What follows belongs to an exercise in optimizing a design on an open flow for small area, a short achievable clock period and few clock cycles per item; a production flow would make more cautious choices.
No activity file was given, so power comes from the tool's default toggle rates.

== rev 12 ==
==> flow/design.v <==
package edma_pkg;
	localparam int ECHO_W          = 16;
	localparam int DIST_W          = 19;
	localparam int CFG_W           = 5;
	localparam int MAX_SAMPLES_DEF = 16;
	localparam int DIST_MUL_W = 11;
	localparam int PROD_W     = ECHO_W + DIST_MUL_W;
	localparam logic [DIST_MUL_W-1:0] DIST_MUL = DIST_MUL_W'(1114);
	localparam int DIST_SHIFT = 8;
endpackage
module echo_distance_moving_average #(
	parameter int MAX_SAMPLES = edma_pkg::MAX_SAMPLES_DEF
) (
	input  logic                       clk,
	input  logic                       arst_n,
	input  logic                       echo_valid,
	output logic                       echo_ready,
	input  logic [edma_pkg::ECHO_W-1:0] echo_us,
	output logic                       result_valid,
	input  logic                       result_ready,
	output logic [edma_pkg::DIST_W-1:0] result_distance_q8,
	output logic                       result_valid_res,
	input  logic                       cfg_wr_en,
	input  logic [edma_pkg::CFG_W-1:0] cfg_wr_data
);
	localparam int EW  = edma_pkg::ECHO_W;
	localparam int DW  = edma_pkg::DIST_W;
	localparam int TW  = DW + 4;       
	localparam int NS  = 16;           
	localparam int NST = 10;           
	logic adv_q;
	logic rdy_q;                
	logic          v0_q;
	logic [EW-1:0] us0_q;
	logic [EW+2:0] a0_q;        
	always_ff @(posedge clk or negedge arst_n) begin
		if (!arst_n) v0_q <= 1'b0;
		else if (adv_q) v0_q <= echo_valid && rdy_q;
	end
	always_ff @(posedge clk) begin
		if (adv_q) begin
			us0_q <= echo_us;
			a0_q  <= {echo_us, 2'd0} + {3'd0, echo_us};
		end
	end
	logic          vm_q, zm_q;
	logic [EW-1:0] usm_q;
	logic [EW+7:0] b_q;         
	logic          v1_q, z1_q;
	logic [DW-1:0] d1_q;
	logic [EW+10:0] prod;
	assign prod = {usm_q, 10'd0} + {3'd0, b_q};
	always_ff @(posedge clk or negedge arst_n) begin
		if (!arst_n) begin
			vm_q <= 1'b0;
			v1_q <= 1'b0;
		end else if (adv_q) begin
			vm_q <= v0_q;
			v1_q <= vm_q;
		end
	end
	always_ff @(posedge clk) begin
		if (adv_q) begin
			usm_q <= us0_q;
			b_q   <= {1'b0, a0_q, 4'd0} + {4'd0, a0_q, 1'b0};
			zm_q  <= (us0_q == '0);
			d1_q  <= prod[EW+10:8];
			z1_q  <= zm_q;
		end
	end
	logic [4:0]    win_q;       
	logic [4:0]    fill_q;      
	logic          full_q;      
	logic [5:0]    fill3_q;     
	logic [5:0]    fill3_nx;
	logic [DW-1:0] ring [NS];
	logic [DW-1:0] oldest;
	logic          v2_q, z2_q;
	logic [DW:0]   delta2_q;    
	logic [NS-1:0] ins;         
	logic [4:0]    n2_q;
	logic [5:0]    n32_q;       
	logic          push;
	logic [4:0]    fill_nx;
	logic [4:0]    cfg_w;
	always_comb begin
		cfg_w = cfg_wr_data;
		if (cfg_wr_data == '0) cfg_w = 5'd1;
		else if (cfg_wr_data > 5'd16) cfg_w = 5'd16;
	end
	assign push    = adv_q && v1_q && !z1_q;
	assign fill_nx  = full_q ? fill_q : fill_q + 5'd1;
	assign fill3_nx = full_q ? fill3_q : fill3_q + 6'd3;
	assign oldest  = ring[NS-1];
	always_comb begin
		for (int i = 0; i < NS; i++) ins[i] = (5'(i) == 5'(16) - win_q);
	end
	always_ff @(posedge clk) begin
		if (push) begin
			ring[0] <= d1_q;
			for (int i = 1; i < NS; i++) ring[i] <= ins[i] ? d1_q : ring[i-1];
		end
	end
	always_ff @(posedge clk or negedge arst_n) begin
		if (!arst_n) begin
			win_q  <= 5'd1;
			fill_q  <= '0;
			fill3_q <= '0;
			full_q  <= 1'b0;
			v2_q    <= 1'b0;
		end else begin
			if (adv_q) v2_q <= v1_q;
			if (cfg_wr_en) begin
				win_q  <= cfg_w;
				fill_q  <= '0;
				fill3_q <= '0;
				full_q  <= 1'b0;
			end else if (adv_q && v1_q) begin
				if (z1_q) begin
					fill_q  <= '0;
					fill3_q <= '0;
					full_q  <= 1'b0;
				end else begin
					fill_q  <= fill_nx;
					fill3_q <= fill3_nx;
					full_q  <= fill_nx == win_q;
				end
			end
		end
	end
	always_ff @(posedge clk) begin
		if (adv_q) begin
			z2_q   <= z1_q;
			delta2_q <= {1'b0, d1_q} - {1'b0, full_q ? oldest : '0};
			n2_q   <= z1_q ? 5'd0 : fill_nx;
			n32_q  <= z1_q ? 6'd0 : fill3_nx;
		end
	end
	logic          v3_q;
	logic [TW-1:0] total_q;
	logic [4:0]    n3_q;
	logic [5:0]    n33_q;
	always_ff @(posedge clk or negedge arst_n) begin
		if (!arst_n) begin
			total_q <= '0;
			v3_q    <= 1'b0;
		end else begin
			if (adv_q) v3_q <= v2_q;
			if (cfg_wr_en) begin
				total_q <= '0;
			end else if (adv_q && v2_q) begin
				total_q <= (total_q & {TW{!z2_q}}) + ({{(TW-DW-1){delta2_q[DW]}}, delta2_q} & {TW{!z2_q}});
			end
		end
	end
	always_ff @(posedge clk) begin
		if (adv_q) begin
			n3_q  <= n2_q;
			n33_q <= n32_q;
		end
	end
	function automatic logic [3+DW:0] div_r4(input logic [3:0] r, input logic [DW-1:0] dvd,
	                                         input logic [4:0] n, input logic [5:0] n3);
		logic [5:0] x;
		logic [6:0] d1, d2, d3;
		logic       g1, g2, g3;
		logic [3:0] ro;
		x  = {r, dvd[DW-1 -: 2]};
		d1 = {1'b0, x} - {2'b0, n};
		d2 = {1'b0, x} - {1'b0, n, 1'b0};
		d3 = {1'b0, x} - {1'b0, n3};
		g1 = !d1[6];
		g2 = !d2[6];
		g3 = !d3[6];
		ro = g3 ? d3[3:0] : g2 ? d2[3:0] : g1 ? d1[3:0] : x[3:0];
		div_r4 = {ro, dvd[DW-3:0], g2, g3 | (g1 & !g2)};
	endfunction
	function automatic logic [3+DW:0] div_r2(input logic [3:0] r, input logic [DW-1:0] dvd,
	                                         input logic [4:0] n);
		logic [4:0] t;
		logic [5:0] d;
		t = {r, dvd[DW-1]};
		d = {1'b0, t} - {1'b0, n};
		div_r2 = d[5] ? {t[3:0], dvd[DW-2:0], 1'b0} : {d[3:0], dvd[DW-2:0], 1'b1};
	endfunction
	logic [3:0]    rem_q [NST-1];
	logic [DW-1:0] dvd_q [NST-1];
	logic [4:0]    nd_q  [NST-1];
	logic [5:0]    n3d_q [NST-1];
	logic          vd_q  [NST-1];
	logic [3+DW:0] dres  [NST];
	always_comb begin
		dres[0] = div_r4(total_q[TW-1:DW], total_q[DW-1:0], n3_q, n33_q);
		for (int k = 1; k < NST - 1; k++)
			dres[k] = div_r4(rem_q[k-1], dvd_q[k-1], nd_q[k-1], n3d_q[k-1]);
		dres[NST-1] = div_r2(rem_q[NST-2], dvd_q[NST-2], nd_q[NST-2]);
	end
	always_ff @(posedge clk or negedge arst_n) begin
		if (!arst_n) begin
			for (int k = 0; k < NST - 1; k++) vd_q[k] <= 1'b0;
		end else if (adv_q) begin
			vd_q[0] <= v3_q;
			for (int k = 1; k < NST - 1; k++) vd_q[k] <= vd_q[k-1];
		end
	end
	always_ff @(posedge clk) begin
		if (adv_q) begin
			{rem_q[0], dvd_q[0]} <= dres[0];
			nd_q[0]  <= n3_q;
			n3d_q[0] <= n33_q;
			for (int k = 1; k < NST - 1; k++) begin
				{rem_q[k], dvd_q[k]} <= dres[k];
				nd_q[k]  <= nd_q[k-1];
				n3d_q[k] <= n3d_q[k-1];
			end
		end
	end
	logic          xv;
	logic [DW-1:0] xd;
	logic          xr;
	assign xv = vd_q[NST-2];
	assign xr = nd_q[NST-2] != '0;
	assign xd = dres[NST-1][DW-1:0] & {DW{xr}};
	logic          ov_q, sv_q;
	logic [DW-1:0] od_q, sd_q;
	logic          or_q, sr_q;
	logic take, inc;
	logic ov_nx, sv_nx;
	assign take = ov_q && result_ready;
	assign inc  = adv_q && xv;
	always_comb begin
		ov_nx = ov_q;
		sv_nx = sv_q;
		if (take) begin
			if (sv_q) begin
				ov_nx = 1'b1;
				sv_nx = inc;
			end else begin
				ov_nx = inc;
				sv_nx = 1'b0;
			end
		end else if (inc) begin
			if (ov_q) sv_nx = 1'b1;
			else      ov_nx = 1'b1;
		end
	end
	always_ff @(posedge clk or negedge arst_n) begin
		if (!arst_n) begin
			ov_q  <= 1'b0;
			sv_q  <= 1'b0;
			adv_q <= 1'b1;
			rdy_q <= 1'b0;
		end else begin
			ov_q  <= ov_nx;
			sv_q  <= sv_nx;
			adv_q <= !(ov_nx && sv_nx);
			rdy_q <= !(ov_nx && sv_nx);
		end
	end
	always_ff @(posedge clk) begin
		if (take) begin
			if (sv_q) begin
				od_q <= sd_q;
				or_q <= sr_q;
			end else begin
				od_q <= xd;
				or_q <= xr;
			end
			sd_q <= xd;
			sr_q <= xr;
		end else if (ov_q) begin
			if (!sv_q) begin
				sd_q <= xd;
				sr_q <= xr;
			end
		end else begin
			od_q <= xd;
			or_q <= xr;
		end
	end
	assign echo_ready         = rdy_q;
	assign result_valid       = ov_q;
	assign result_distance_q8 = od_q;
	assign result_valid_res   = or_q;
endmodule
clock: 5.5 ns
lec_check: 0
cap_margin: 20
core_margin: 2
core_utilization: 55
cts_cluster_diameter: 80
cts_cluster_size: 20
setup_slack_margin: 3.0
slew_margin: 20
run.sh (not shown) runs the stock make flow with config.mk's settings and CLKGATE_MAP_FILE= SYNTH_SCRIPT=/design/flow/synth_recipe.tcl, a recipe that flattens the netlist after the stock synthesis.
Setup changes, rev 12 to rev 13
--- a/flow/design.v
+++ b/flow/design.v
@@ -131,12 +131,12 @@
 	always_ff @(posedge clk) begin
 		if (adv_q) begin
 			z2_q   <= z1_q;
-			delta2_q <= {1'b0, d1_q} - {1'b0, full_q ? oldest : '0};
-			n2_q   <= z1_q ? 5'd0 : fill_nx;
-			n32_q  <= z1_q ? 6'd0 : fill3_nx;
-		end
-	end
-	logic          v3_q;
+			delta2_q <= full_q ? {1'b0, d1_q} - {1'b0, oldest} : {1'b0, d1_q};
+			n2_q   <= z1_q ? 5'd1 : fill_nx;
+			n32_q  <= z1_q ? 6'd3 : fill3_nx;
+		end
+	end
+	logic          v3_q, z3_q;
 	logic [TW-1:0] total_q;
 	logic [4:0]    n3_q;
 	logic [5:0]    n33_q;
@@ -149,12 +149,13 @@
 			if (cfg_wr_en) begin
 				total_q <= '0;
 			end else if (adv_q && v2_q) begin
-				total_q <= (total_q & {TW{!z2_q}}) + ({{(TW-DW-1){delta2_q[DW]}}, delta2_q} & {TW{!z2_q}});
-			end
-		end
-	end
-	always_ff @(posedge clk) begin
-		if (adv_q) begin
+				total_q <= z2_q ? '0 : total_q + {{(TW-DW-1){delta2_q[DW]}}, delta2_q};
+			end
+		end
+	end
+	always_ff @(posedge clk) begin
+		if (adv_q) begin
+			z3_q  <= z2_q;
 			n3_q  <= n2_q;
 			n33_q <= n32_q;
 		end
@@ -188,6 +189,7 @@
 	logic [4:0]    nd_q  [NST-1];
 	logic [5:0]    n3d_q [NST-1];
 	logic          vd_q  [NST-1];
+	logic          zd_q  [NST-1];
 	logic [3+DW:0] dres  [NST];
 	always_comb begin
 		dres[0] = div_r4(total_q[TW-1:DW], total_q[DW-1:0], n3_q, n33_q);
@@ -208,10 +210,12 @@
 			{rem_q[0], dvd_q[0]} <= dres[0];
 			nd_q[0]  <= n3_q;
 			n3d_q[0] <= n33_q;
+			zd_q[0]  <= z3_q;
 			for (int k = 1; k < NST - 1; k++) begin
 				{rem_q[k], dvd_q[k]} <= dres[k];
 				nd_q[k]  <= nd_q[k-1];
 				n3d_q[k] <= n3d_q[k-1];
+				zd_q[k]  <= zd_q[k-1];
 			end
 		end
 	end
@@ -219,8 +223,8 @@
 	logic [DW-1:0] xd;
 	logic          xr;
 	assign xv = vd_q[NST-2];
-	assign xr = nd_q[NST-2] != '0;
-	assign xd = dres[NST-1][DW-1:0] & {DW{xr}};
+	assign xd = dres[NST-1][DW-1:0];
+	assign xr = !zd_q[NST-2];
 	logic          ov_q, sv_q;
 	logic [DW-1:0] od_q, sd_q;
 	logic          or_q, sr_q;
==> comparison <==
Rev 13 completed every stage of the flow, and the final layout passed the timing, design-rule and antenna checks.
Comparing clock skew for rev 13 and rev 12, the smaller number came from rev 13.
On number of slew-limit violations in the final report, rev 13 and rev 12 are neck and neck.
echo_us[2] as the launch point of the critical path was reported by rev 13, and z2_q by rev 12.
On number of DRC markers after the initial detailed-route iteration, rev 12 beats rev 13.
[rev 13] register-to-register slack rose 0.20 ns relative to rev 12
Total global routing track utilization: rev 13 vs rev 12 up 0.32 points
Changes observed in rev 13 relative to rev 12: hold slack went down 0.053 ns, number of clock sinks now sits higher, area after synthesis picked up an extra 270 µm², total routed wirelength picked up an extra 2.3%, combinational fraction of design power -1.1 points.
No run of this note included a check of the RTL's function; only the layout flow was run.

static timing again, ports no longer ideal:
The results above use ideal ports. As a check the final layouts listed here were re-extracted and re-timed, cells and wires unchanged. Step 1 assumes that a clkbuf_16 drives the clock port and a buf_2 every other input. Step 2, shift: input delay + t, output delay - t, t = (earliest + latest rising clock arrival at the registers) / 2. This alone moves slack from input paths to output paths. Three values: no drivers, after step 1, after step 2; two values: the first two.
| run | t, ns | setup WS [ns] | worst data-port slew with drivers (ns) |
|---|---|---|---|
| rev 12 | 0.667 | 2.789 / 2.789 / 2.435 | 0.04 |
| rev 13 | 0.665 | 2.881 / 2.894 / 2.230 | 0.09 |
After both steps setup and hold are still met in every run listed. The setup slack of rev 13, which loses most, moves by +0.013 ns with the drivers and by -0.651 ns with both steps.
